Context: an optimization exercise on an open-source flow, tuned for small area. The choices shown serve that exercise and are no tape-out recipe. The RTL was checked by simulation tests, not by an equivalence proof against the original design. No activity file was given, so power comes from the tool's default toggle rates.

==> inputs of tundra <==
Design window_sender_with_retx_timer_core, start of the top module:
module window_sender_with_retx_timer_core #(
  parameter int MAX_WINDOW = wsrt_pkg::MAX_WINDOW_DEF
) (
  input  logic        clk,
  input  logic        rst_n,
  input  logic        in_tvalid,
  output logic        in_tready,
  input  logic [39:0] in_tdata,    
  input  logic [1:0]  in_tuser,    
  output logic        out_tvalid,
  input  logic        out_tready,
  output logic [79:0] out_tdata,   
  output logic [0:0]  out_tuser,   
  output logic        out_tlast,
  input  logic                              cfg_valid,
  output logic                              cfg_ready,
  input  logic [wsrt_pkg::CFG_IDX_W-1:0]    cfg_index,
  input  logic [wsrt_pkg::CFG_DATA_W-1:0]   cfg_data
);
  localparam logic [5:0] MAXW = 6'(MAX_WINDOW);
  localparam logic [3:0] S_INIT  = 4'd0;    
  localparam logic [3:0] S_IDLE  = 4'd1;
  localparam logic [3:0] S_CLR   = 4'd2;    
  localparam logic [3:0] S_ACMP  = 4'd3;    
  localparam logic [3:0] S_AHORN = 4'd4;    
  localparam logic [3:0] S_DEC   = 4'd5;    
  localparam logic [3:0] S_LH    = 4'd6;    
  localparam logic [3:0] S_LHL   = 4'd7;    
  ...
export LEC_CHECK = 0
export CAP_MARGIN = 20
export CORE_MARGIN = 2
export CORE_UTILIZATION = 55
export SLEW_MARGIN = 20
create_clock -name core_clock -period 9.0 [get_ports {clk}]
standard.sh (not shown) runs the stock make flow with config.mk's settings and CLKGATE_MAP_FILE= SYNTH_SCRIPT=/design/flow/synth_recipe.tcl, a recipe that flattens the netlist after the stock synthesis.
==> flow/flow/run.sh <==
#!/bin/bash
# The standard layout (standard.sh: the ORFS flow with its synthesis script), with
# three changes of how the layout is made:
#  - synthesis maps the logic with the area-oriented ABC script flow/abc.script in place
#    of ORFS's delay-oriented abc_speed.script (a copy of ORFS's scripts folder with that
#    one file replaced; flip-flop mapping and everything else unchanged);
#  - every port still gets a buffer, but the smallest one (buf_1) instead of the
#    delay buffer buffer_ports picks by default;
#  - clock tree synthesis uses clkbuf_8 clusters of at most 16 sinks and no dummy loads.
# make's output goes to flow_make.log here; ORFS keeps each step's log under orfs/logs.
set -euo pipefail
W=$(pwd)
rm -rf "$W/scripts_mod"
cp -r "$FLOW_HOME/scripts" "$W/scripts_mod"
cp "$W/flow/abc.script" "$W/scripts_mod/abc_speed.script"
export SCRIPTS_DIR="$W/scripts_mod"
export BUFFER_PORTS_ARGS="-buffer_cell sky130_fd_sc_hd__buf_1"
export CTS_ARGS="-sink_clustering_enable -repair_clock_nets -dont_use_dummy_load -buf_list sky130_fd_sc_hd__clkbuf_8 -sink_clustering_size 16 -sink_clustering_max_diameter 80"
bash standard.sh > flow_make.log 2>&1
==> flow/flow/abc.script <==
strash
ifraig
scorr
dc2
strash
&get -n
&dch -f
&nf -R 1000 -p
&put
==> onyx (differences from tundra) <==
==> flow/run.sh (new file) <==
#!/bin/bash
# synth_recipe.tcl (not shown) runs the flow's synth.tcl, then flattens the netlist and writes it again
# the make line also repeats each setting of config.mk as NAME=value (left out here)
make -C /OpenROAD-flow-scripts/flow DESIGN_CONFIG=/design/flow/config.mk WORK_HOME=/design/flow/orfs CLKGATE_MAP_FILE= SYNTH_SCRIPT=/design/flow/synth_recipe.tcl finish
--- a/flow/config.mk
+++ b/flow/config.mk
@@ -7,5 +7,5 @@
 export LEC_CHECK = 0
 export CAP_MARGIN = 20
 export CORE_MARGIN = 2
-export CORE_UTILIZATION = 55
+export CORE_UTILIZATION = 40
 export SLEW_MARGIN = 20
removed: flow/flow/run.sh
removed: flow/flow/abc.script
removed: flow/standard.sh
==> results.txt <==
onyx ran to the end with no violations. tundra completed with no timing, DRC or antenna violations.
Routed wire length: onyx is larger than tundra (15%).
In tundra the synthesized cell count is lower than in onyx, by 8.5%.
Of tundra and onyx, tundra has the higher sequential power (gap about 16%, measured against onyx).
Sequential share of layout area: tundra is higher than onyx (8.6 points).
Of onyx and tundra, onyx has the higher die area (gap 44%, measured against tundra).
Between tundra and onyx, the lower cell area is in tundra (gap 15%, measured against onyx).
Non-clock buffer count: tundra is lower than onyx (2).
Of onyx and tundra, tundra has the higher global-route usage (gap 4.5 points).
==> figures <==
| quantity | onyx | tundra |
|---|---|---|
| Result of the run | no timing/DRC/antenna violations | no timing/DRC/antenna violations |
| Average wire per standard cell | 18.0 um | 17.9 um |
| Critical path origin | p[1] | p[0] |
| Most frequent cell after synthesis | sky130_fd_sc_hd__nand2_1 | sky130_fd_sc_hd__nor2_1 |
| Proportion of final cell area spent on non-clock buffers | 10.6% | 5.04% |
| TritonCTS Buffers | 36 | 23 |
| Grt met1 use | 25.7% | 33.8% |
| Starting density of the core | 40.8% | 55.8% |
| Arithmetic-cell share of the synthesized area counting full adders, half adders and majority gates | 3.94% | 4.17% |
| Number of cells traversed by the worst register-to-register path | 18 | 14 |
| Fraction of the mapped netlist area in simple logic gates | 15.3% | 13.9% |
| Hold Path End | old_r[24] | old_r[19] |
| Sum of routed wire length over all layers | 32,700 um | 28,400 um |
| Clock buffers and inverters, area share | 6.97% | 2.27% |
| Share of synthesized area occupied by flip-flops and latches | 59.2% | 62.7% |
| Instance area at placement | 15,300 sq um | 13,600 sq um |
| Fraction of power consumed by sequential logic | 48.9% | 52.6% |
| Power attributed to sequential cells | 1840 uW | 2130 uW |

* * *

==> trial 82: inputs <==
window_sender_with_retx_timer_core, a different RTL version from the one above (not shown whole).
export LEC_CHECK = 0
export CAP_MARGIN = 20
export CORE_MARGIN = 2
export CORE_UTILIZATION = 40
export SLEW_MARGIN = 20
create_clock -name core_clock -period 9.0 [get_ports {clk}]
run.sh (not shown) runs the stock make flow with config.mk's settings and CLKGATE_MAP_FILE= SYNTH_SCRIPT=/design/flow/synth_recipe.tcl, a recipe that flattens the netlist after the stock synthesis.
Stock flow here: none of the scripts above is used.
==> trial 23 (differences from trial 82) <==
CORE_UTILIZATION = 70   (was 40)
CTS_BUF_LIST = sky130_fd_sc_hd__clkbuf_4   (was default)
CTS_CLUSTER_SIZE = 30   (was default)
==> build 21 (differences from trial 82) <==
--- a/flow/design.v
+++ b/flow/design.v
@@ -79,22 +79,20 @@
   localparam logic [3:0] S_INIT  = 4'd0;    
   localparam logic [3:0] S_IDLE  = 4'd1;
   localparam logic [3:0] S_CLR   = 4'd2;    
   localparam logic [3:0] S_ACMP  = 4'd3;    
   localparam logic [3:0] S_AHORN = 4'd4;    
   localparam logic [3:0] S_DEC   = 4'd5;    
-  localparam logic [3:0] S_LHORN = 4'd6;    
-  localparam logic [3:0] S_LIM   = 4'd7;    
+  localparam logic [3:0] S_LH    = 4'd6;    
+  localparam logic [3:0] S_LHL   = 4'd7;    
   localparam logic [3:0] S_PRIO  = 4'd8;    
   localparam logic [3:0] S_SEG   = 4'd9;    
   localparam logic [3:0] S_PRES  = 4'd10;   
-  localparam logic [3:0] S_GAP   = 4'd11;   
-  localparam logic [3:0] S_ADV   = 4'd12;   
-  localparam logic [3:0] S_RETX  = 4'd13;   
-  localparam logic [3:0] S_ZERO  = 4'd14;   
-  localparam logic [3:0] S_PDONE = 4'd15;   
+  localparam logic [3:0] S_POST  = 4'd11;   
+  localparam logic [3:0] S_ZERO  = 4'd12;   
+  localparam logic [3:0] S_PDONE = 4'd13;   
   logic [13:0] seg_r;
   logic [7:0]  hdr_r;
   logic [31:0] flow_r;
   logic [5:0]  sw_r;
   logic [5:0]  wl_r;
   logic [31:0] retx_r;
@@ -119,12 +117,13 @@
         wsrt_pkg::CFG_RETX_TICKS:    retx_r <= cfg_data;
         wsrt_pkg::CFG_PRIORITY_MODE: pm_r   <= cfg_data[0];
         default: ;
       endcase
     end
   end
+  logic [4:0]  g;           
   logic [4:0]  p;           
   logic [3:0]  st;
   logic [2:0]  j;           
   logic [31:0] next_r;      
   logic [31:0] old_r;       
   logic [31:0] left_r;      
@@ -133,18 +132,18 @@
   logic [31:0] prio_r;      
   logic [13:0] len_r;       
   logic [5:0]  cwnd_r;
   logic [5:0]  sent_r;
   logic        armed_r, done_r;
   logic        gtn_r, new_r, dpend_r, tick_r, over_r, cond_r, adv_r, armok_r, pos_r, sat_r, last_r;
-  logic        ca_r, cb_r, cc_r, cd_r, ce_r, cu_r, cl_r, cp_r, cm_r, dly_r;
+  logic        ca_r, cb_r, cc_r, cd_r, ce_r, cu_r, cl_r, cp_r, cm_r, dm_r, cn_r, dn_r;
   logic        kx_r, ky_r, kz_r;
   wire p0    = (p == 5'd0);
   wire plast = (p == 5'd31);
-  wire in_idle  = (st == S_IDLE);
-  wire is_pass  = !(st == S_IDLE || st == S_PRES || st == S_GAP || st == S_PDONE);
+  wire in_idle = (st == S_IDLE);
+  wire is_pass = !(st == S_IDLE || st == S_PRES || st == S_PDONE);
   wire [13:0] mssv  = (seg_r == 14'd0) ? 14'd1 : seg_r;
   wire [15:0] mss16 = {2'b00, mssv};
   wire mss_b  = !p[4] && mss16[p[3:0]];
   wire hdr_b  = (p[4:3] == 2'b00) && hdr_r[p[2:0]];
   wire flow_b = flow_r[p];
   wire retx_b = retx_r[p];
@@ -155,13 +154,13 @@
   wire left_b = left_r[0];
   wire sack_on = (p < 5'd20);
   wire sack_b = sack_on && sack_r[0];
   function automatic logic maj(input logic a, input logic b, input logic c);
     maj = (a & b) | (a & c) | (b & c);
   endfunction
-  wire adv_on = (st == S_ADV) || ((st == S_SEG) && adv_r);
+  wire adv_on = ((st == S_SEG) || (st == S_POST)) && adv_r;
   wire am_b   = adv_on && mss_b;
   wire ca_i   = !p0 && ca_r;
   wire n_b    = next_b ^ am_b ^ ca_i;
   wire cb_i   = !p0 && cb_r;
   wire tail_b = flow_b ^ n_b ^ cb_i;
   wire cb_o   = (!flow_b && n_b) || (!(flow_b ^ n_b) && cb_i);
@@ -175,28 +174,35 @@
   wire ce_i   = !p0 && ce_r;
   wire s2_b   = s1_b ^ mss_b ^ ce_i;
   wire ce_o   = maj(s1_b, mss_b, ce_i);
   wire cu_i   = !p0 && cu_r;
   wire u_b    = old_b ^ sack_b ^ cu_i;
   wire cu_o   = maj(old_b, sack_b, cu_i);
-  wire cl_i   = !p0 && cl_r;
-  wire lim_b  = left_b ^ u_b ^ cl_i;
-  wire cl_o   = maj(left_b, u_b, cl_i);
   wire cp_i   = !p0 && cp_r;
   wire pd_b   = flow_b ^ u_b ^ cp_i;
   wire cp_o   = (!flow_b && u_b) || (!(flow_b ^ u_b) && cp_i);
   wire ackm   = (st == S_ACMP) || (st == S_AHORN);
-  wire acc_b  = ackm ? sack_b : left_b;
-  wire twice  = !p0 && (j != 3'd5) && dly_r;
-  wire mbit   = ackm ? s_b : cwnd_r[j];
-  wire mm_b   = mbit && mss_b;
+  wire tw_m   = !p0 && (st != S_ACMP) && dm_r;
+  wire mm_b   = s_b && mss_b;
   wire cm_i   = !p0 && cm_r;
-  wire mac_b  = twice ^ mm_b ^ cm_i;
-  wire cm_o   = maj(twice, mm_b, cm_i);
-  wire dec_b  = left_b ^ (p0 || cm_r);
-  wire dbo    = (p0 || cm_r) && !left_b;
+  wire mac_b  = tw_m ^ mm_b ^ cm_i;
+  wire cm_o   = maj(tw_m, mm_b, cm_i);
+  wire lhl    = (st == S_LHL);
+  wire [2:0] wk = lhl ? 3'd0 : (j + 3'd1);
+  wire wbit   = cwnd_r[wk];
+  wire tw_n   = !p0 && !((st == S_AHORN || st == S_LH) && j == 3'd4) && dn_r;
+  wire wm_b   = wbit && mss_b;
+  wire cn_i   = !p0 && cn_r;
+  wire wmac_b = tw_n ^ wm_b ^ cn_i;
+  wire cn_o   = maj(tw_n, wm_b, cn_i);
+  wire cl_i   = !p0 && cl_r;
+  wire lim_b  = wmac_b ^ u_b ^ cl_i;
+  wire cl_o   = maj(wmac_b, u_b, cl_i);
+  wire dbi    = p0 || cm_r;
+  wire dec_b  = left_b ^ dbi;
+  wire dbo    = dbi && !left_b;
   function automatic logic gt_step(input logic x, input logic y, input logic prev);
     gt_step = (x & ~y) | (~(x ^ y) & prev);
   endfunction
   logic kx_x, kx_y, ky_x, ky_y, kz_x, kz_y;
   always_comb begin
     kx_x = 1'b0; kx_y = 1'b0; ky_x = 1'b0; ky_y = 1'b0; kz_x = 1'b0; kz_y = 1'b0;
@@ -206,13 +212,13 @@
         ky_x = a_b;    ky_y = old_b;
         kz_x = a_b;    kz_y = flow_b;
       end
       S_DEC: begin
         kx_x = left_b && !p0;
       end
-      S_LIM: begin
+      S_LHL: begin
         kx_x = flow_b; kx_y = u_b;
         ky_x = flow_b; ky_y = old_b;
       end
       S_PRIO: begin
         kx_x = s1_b;   kx_y = left_b;
         ky_x = s1_b;   ky_y = flow_b;
@@ -237,49 +243,48 @@
   wire pr_cond = kz_n && !pr_gtl;
   wire pr_over = cd_o || ky_n;
   wire [5:0] start_cl = (sw_r > MAXW) ? MAXW : sw_r;
   wire [5:0] lim_cl   = (wl_r > MAXW) ? MAXW : wl_r;
   wire [6:0] cw_inc   = {1'b0, cwnd_r} + 7'd1;
   wire [5:0] cwnd_nxt = (cw_inc > {1'b0, lim_cl}) ? lim_cl : cw_inc[5:0];
-  logic emitted;
-  wire  armed_fin = armok_r && (tick_r || armed_r || emitted);
-  wire [3:0] st_after = armed_fin ? S_RETX : (dpend_r ? S_ZERO : S_IDLE);
+  wire armed_fin = armok_r && (tick_r || armed_r || adv_r);
   wire ign = (in_tuser == wsrt_pkg::KIND_ACK)  ? done_r :
              (in_tuser == wsrt_pkg::KIND_TICK) ? !armed_r :
              (in_tuser != wsrt_pkg::KIND_START);
   assign in_tready = (in_idle && (!in_tvalid || ign)) ||
                      (plast && ((st == S_PRIO) ||
                                 ((st == S_AHORN) && (j == 3'd0) && !new_r) ||
                                 ((st == S_DEC) && !le1_f)));
   assign out_tvalid = (st == S_PRES) || (st == S_PDONE);
   assign out_tuser  = (st == S_PDONE);
-  assign out_tlast  = last_r || (st == S_PDONE);
+  assign out_tlast  = last_r;
   assign out_tdata  = {2'b00, prio_r, len_r, next_r};
   logic next_i, old_i, left_i, sack_i, prio_i, len_i;
   always_comb begin
     next_i = next_b;
     case (st)
       S_INIT, S_CLR, S_ZERO: next_i = 1'b0;
       S_AHORN: if (j == 3'd4) next_i = gtn_r ? a_b : next_b;
-      S_LHORN: if (j == 3'd5 && tick_r) next_i = old_b;
+      S_LH:    if (j == 3'd4 && tick_r) next_i = old_b;
       S_SEG:   next_i = n_b;
-      S_ADV:   next_i = over_r ? flow_b : n_b;
+      S_POST:  next_i = (adv_r && over_r) ? flow_b : n_b;
       default: ;
     endcase
     old_i = old_b;
     case (st)
       S_INIT, S_CLR: old_i = 1'b0;
       S_AHORN: if (j == 3'd4) old_i = new_r ? a_b : old_b;
       default: ;
     endcase
     left_i = left_b;
     case (st)
       S_DEC:   left_i = dec_b;
-      S_LHORN: left_i = mac_b;
-      S_LIM:   left_i = lim_b;
-      S_RETX:  left_i = retx_b;
+      S_AHORN: left_i = new_r ? wmac_b : left_b;
+      S_LH:    left_i = wmac_b;
+      S_LHL:   left_i = lim_b;
+      S_POST:  left_i = armed_fin ? retx_b : left_b;
       default: ;
     endcase
     sack_i = sack_r[0];
     case (st)
       S_INIT, S_CLR:   sack_i = 1'b0;
       S_ACMP, S_AHORN: sack_i = mac_b;
@@ -289,15 +294,17 @@
     len_i  = (st == S_SEG) ? (p[4:1] < 4'd7 ? lsum_b : (len_r[0] | sat_r)) : 1'b0;
   end
   wire len_sh  = ((st == S_SEG) || (st == S_ZERO)) && (p < 5'd28);
   wire prio_sh = (st == S_PRIO) || (st == S_ZERO);
   wire sack_sh = is_pass && sack_on;
   always_ff @(posedge clk) begin
-    old_r  <= {old_i, old_r[31:1]};
-    left_r <= {left_i, left_r[31:1]};
-    if (is_pass) next_r <= {next_i, next_r[31:1]};
+    old_r <= {old_i, old_r[31:1]};
+    if (is_pass) begin
+      next_r <= {next_i, next_r[31:1]};
+      left_r <= {left_i, left_r[31:1]};
+    end
     if (sack_sh) sack_r <= {sack_i, sack_r[19:1]};
     if (prio_sh) prio_r <= {prio_i, prio_r[31:1]};
     if (len_sh)  len_r  <= {len_i, len_r[13:1]};
   end
   always_ff @(posedge clk) begin
     ca_r  <= maj(next_b, am_b, ca_i);
@@ -306,128 +313,121 @@
     cd_r  <= cd_o;
     ce_r  <= ce_o;
     cu_r  <= cu_o;
     cl_r  <= cl_o;
     cp_r  <= cp_o;
     cm_r  <= (st == S_DEC) ? dbo : cm_o;
-    dly_r <= acc_b;
+    dm_r  <= sack_b;
+    cn_r  <= cn_o;
+    dn_r  <= left_b;
     kx_r  <= kx_n;
     ky_r  <= ky_n;
     kz_r  <= kz_n;
     if (st == S_SEG && p == 5'd13) sat_r <= cc_o;
   end
-  always_comb begin
-    emitted = (st == S_ADV);
-  end
   always_ff @(posedge clk) begin
     if (!rst_n) begin
+      g       <= 5'd0;
       p       <= 5'd0;
       st      <= S_INIT;
       cwnd_r  <= 6'd1;
       armed_r <= 1'b0;
       done_r  <= 1'b0;
-      last_r  <= 1'b0;
     end else begin
-      p <= p + 5'd1;
+      g <= g + 5'd1;
+      if (is_pass) p <= p + 5'd1;
       case (st)
         S_INIT: if (plast) st <= S_IDLE;
         S_IDLE: begin
-          last_r <= 1'b0;
-          if (in_tvalid && !ign && plast) begin
+          if (in_tvalid && !ign && g == 5'd31) begin
             dpend_r <= 1'b0;
             tick_r  <= 1'b0;
+            adv_r   <= 1'b0;
             j       <= 3'd5;
             case (in_tuser)
               wsrt_pkg::KIND_START: st <= S_CLR;
               wsrt_pkg::KIND_ACK:   st <= S_ACMP;
               default:              st <= S_DEC;
             endcase
           end
         end
         S_CLR: if (plast) begin
           cwnd_r  <= start_cl;
           armed_r <= 1'b0;
           done_r  <= 1'b0;
-          st      <= S_LHORN;
+          j       <= 3'd4;
+          st      <= S_LH;
         end
         S_ACMP: if (plast) begin
           gtn_r   <= kx_n;
           new_r   <= ky_n;
           dpend_r <= !kz_n;
+          if (ky_n) cwnd_r <= cwnd_nxt;
           j       <= 3'd4;
           st      <= S_AHORN;
         end
         S_AHORN: if (plast) begin
           if (j == 3'd0) begin
-            j <= 3'd5;
-            if (new_r) begin
-              cwnd_r <= cwnd_nxt;
-              st     <= S_LHORN;
-            end else begin
-              st     <= dpend_r ? S_ZERO : S_IDLE;
-            end
+            if (new_r) st <= S_LHL;
+            else       st <= dpend_r ? S_ZERO : S_IDLE;
           end else begin
             j <= j - 3'd1;
           end
         end
         S_DEC: if (plast) begin
           if (le1_f) begin
             armed_r <= 1'b0;
             cwnd_r  <= 6'd1;
             tick_r  <= 1'b1;
-            st      <= S_LHORN;
+            j       <= 3'd4;
+            st      <= S_LH;
           end else begin
             st      <= S_IDLE;
           end
         end
-        S_LHORN: if (plast) begin
-          if (j == 3'd0) st <= S_LIM;
+        S_LH: if (plast) begin
+          if (j == 3'd0) st <= S_LHL;
           else           j  <= j - 3'd1;
         end
-        S_LIM: if (plast) begin
+        S_LHL: if (plast) begin
           l32_r   <= cu_o || cl_o;
           pos_r   <= !cu_o && kx_n;
           armok_r <= ky_n;
           st      <= S_PRIO;
         end
         S_PRIO: if (plast) begin
           sent_r <= 6'd0;
-          adv_r  <= 1'b0;
           over_r <= pr_over;
           if (pr_cond) begin
             st <= S_SEG;
+          end else if (armed_fin) begin
+            st <= S_POST;
           end else begin
-            armed_r <= armed_fin;
-            st      <= st_after;
+            armed_r <= 1'b0;
+            st      <= dpend_r ? S_ZERO : S_IDLE;
           end
         end
         S_SEG: if (plast) begin
           cond_r <= seg_cond;
           if (seg_cond) over_r <= seg_over;
           last_r <= !seg_cond && !dpend_r;
           sent_r <= sent_r + 6'd1;
           adv_r  <= 1'b1;
           st     <= S_PRES;
         end
-        S_PRES: if (out_tready) begin
-          if (plast) st <= cond_r ? S_SEG : S_ADV;
-          else       st <= S_GAP;
-        end
-        S_GAP: if (plast) st <= cond_r ? S_SEG : S_ADV;
-        S_ADV: if (plast) begin
+        S_PRES: if (out_tready) st <= cond_r ? S_SEG : S_POST;
+        S_POST: if (plast) begin
           armed_r <= armed_fin;
-          st      <= st_after;
+          st      <= dpend_r ? S_ZERO : S_IDLE;
         end
-        S_RETX: if (plast) st <= dpend_r ? S_ZERO : S_IDLE;
         S_ZERO: if (plast) begin
           last_r <= 1'b1;
           st     <= S_PDONE;
         end
         S_PDONE: if (out_tready) begin
           done_r <= 1'b1;
-          last_r <= 1'b0;
           st     <= S_IDLE;
         end
         default: st <= S_IDLE;
       endcase
     end
   end
==> flow/flow/run.sh (new file) <==
#!/bin/bash
# The standard layout (standard.sh: the ORFS flow with its synthesis), with
# two changes of how the layout is made:
#  - every port still gets a buffer, but the smallest one (buf_1) instead of the
#    delay buffer buffer_ports picks by default;
#  - clock tree synthesis clusters more sinks per buffer and adds no dummy loads.
# make's output goes to flow_make.log here; ORFS keeps each step's log under orfs/logs.
set -euo pipefail
export BUFFER_PORTS_ARGS="-buffer_cell sky130_fd_sc_hd__buf_1"
export CTS_ARGS="-sink_clustering_enable -repair_clock_nets -dont_use_dummy_load -buf_list sky130_fd_sc_hd__clkbuf_8 -sink_clustering_size 16 -sink_clustering_max_diameter 80"
bash standard.sh > flow_make.log 2>&1
==> flow/standard.sh (new file) <==
#!/bin/bash
# synth_recipe.tcl (not shown) runs the flow's synth.tcl, then flattens the netlist and writes it again
# the make line also repeats each setting of config.mk as NAME=value (left out here)
make -C /OpenROAD-flow-scripts/flow DESIGN_CONFIG=/design/flow/config.mk WORK_HOME=/design/flow/orfs CLKGATE_MAP_FILE= SYNTH_SCRIPT=/design/flow/synth_recipe.tcl "${@:-finish}"
CORE_UTILIZATION = 55   (was 40)
removed: flow/run.sh
==> key figures <==
Outcome
  – Status: finished clean

Critical path
  – Slowest-stage cell, CP: dfxtp_1

Power
  – Power Dens Cells: ~200 nW/um2

Synth
  – Cells after Synth: about 1100

Cells and area
  – Share of cells above drive strength 1: 8.98%
  – Inverter count: 34
Source of the figures above: trial 82

==> key figures <==
Outcome
  – Status: finished clean

Cells and area
  – Inverter count: 40
  – Share of cells above drive strength 1: ~6.8%

Critical path
  – Slowest-stage cell, CP: dfxtp_2

Synth
  – Cells after Synth: 1205

Route
  – Routed vias/inst: between 5 and 6

Power
  – Power Dens Cells: about 200 nW/um2
Source of the figures above: build 21

==> key figures <==
Cells and area
  – Share of cells above drive strength 1: a little over an eighth

Synth
  – Cells after Synth: 1146

Outcome
  – Status: finished clean

Critical path
  – Slowest-stage cell, CP: dfxtp_1
Source of the figures above: trial 23

## afterwards: timing with drivers on the ports
The results above use ideal ports. As a check the final layouts listed here were re-extracted and re-timed, cells and wires unchanged.
Step 1 (the two cells are an assumption about what drives the block):
set clk [get_ports {clk}]
set_driving_cell -lib_cell sky130_fd_sc_hd__clkbuf_16 $clk
set_driving_cell -lib_cell sky130_fd_sc_hd__buf_2 [delete_from_list [all_inputs] $clk]
Step 2 times the ports against the registers' clock, not the clock port: input delays grow and output delays shrink by t, the midpoint of the rising clock arrivals with the driver on.
Slacks: ideal ports / drivers / drivers and shift; pairs: ideal ports / drivers.
run	t, ns	slack for setup (ns)	hold WS [ns]	pins driven straight from the clock port
tundra	0.605	0.961 / 0.915 / 1.519	0.330 / 0.330 / 0.330	1
onyx	0.567	0.782 / 0.733 / 1.299	0.316 / 0.316 / 0.316	1
trial 82	0.548	0.920 / 0.870 / 1.418	0.319 / 0.319 / 0.319	1
trial 23	0.733	0.889 / 0.844 / 1.577	0.304 / 0.304 / 0.304	1
build 21	0.599	1.195 / 1.153 / 1.752	0.323 / 0.323 / 0.323	1
After both steps setup and hold are still met in every run listed.
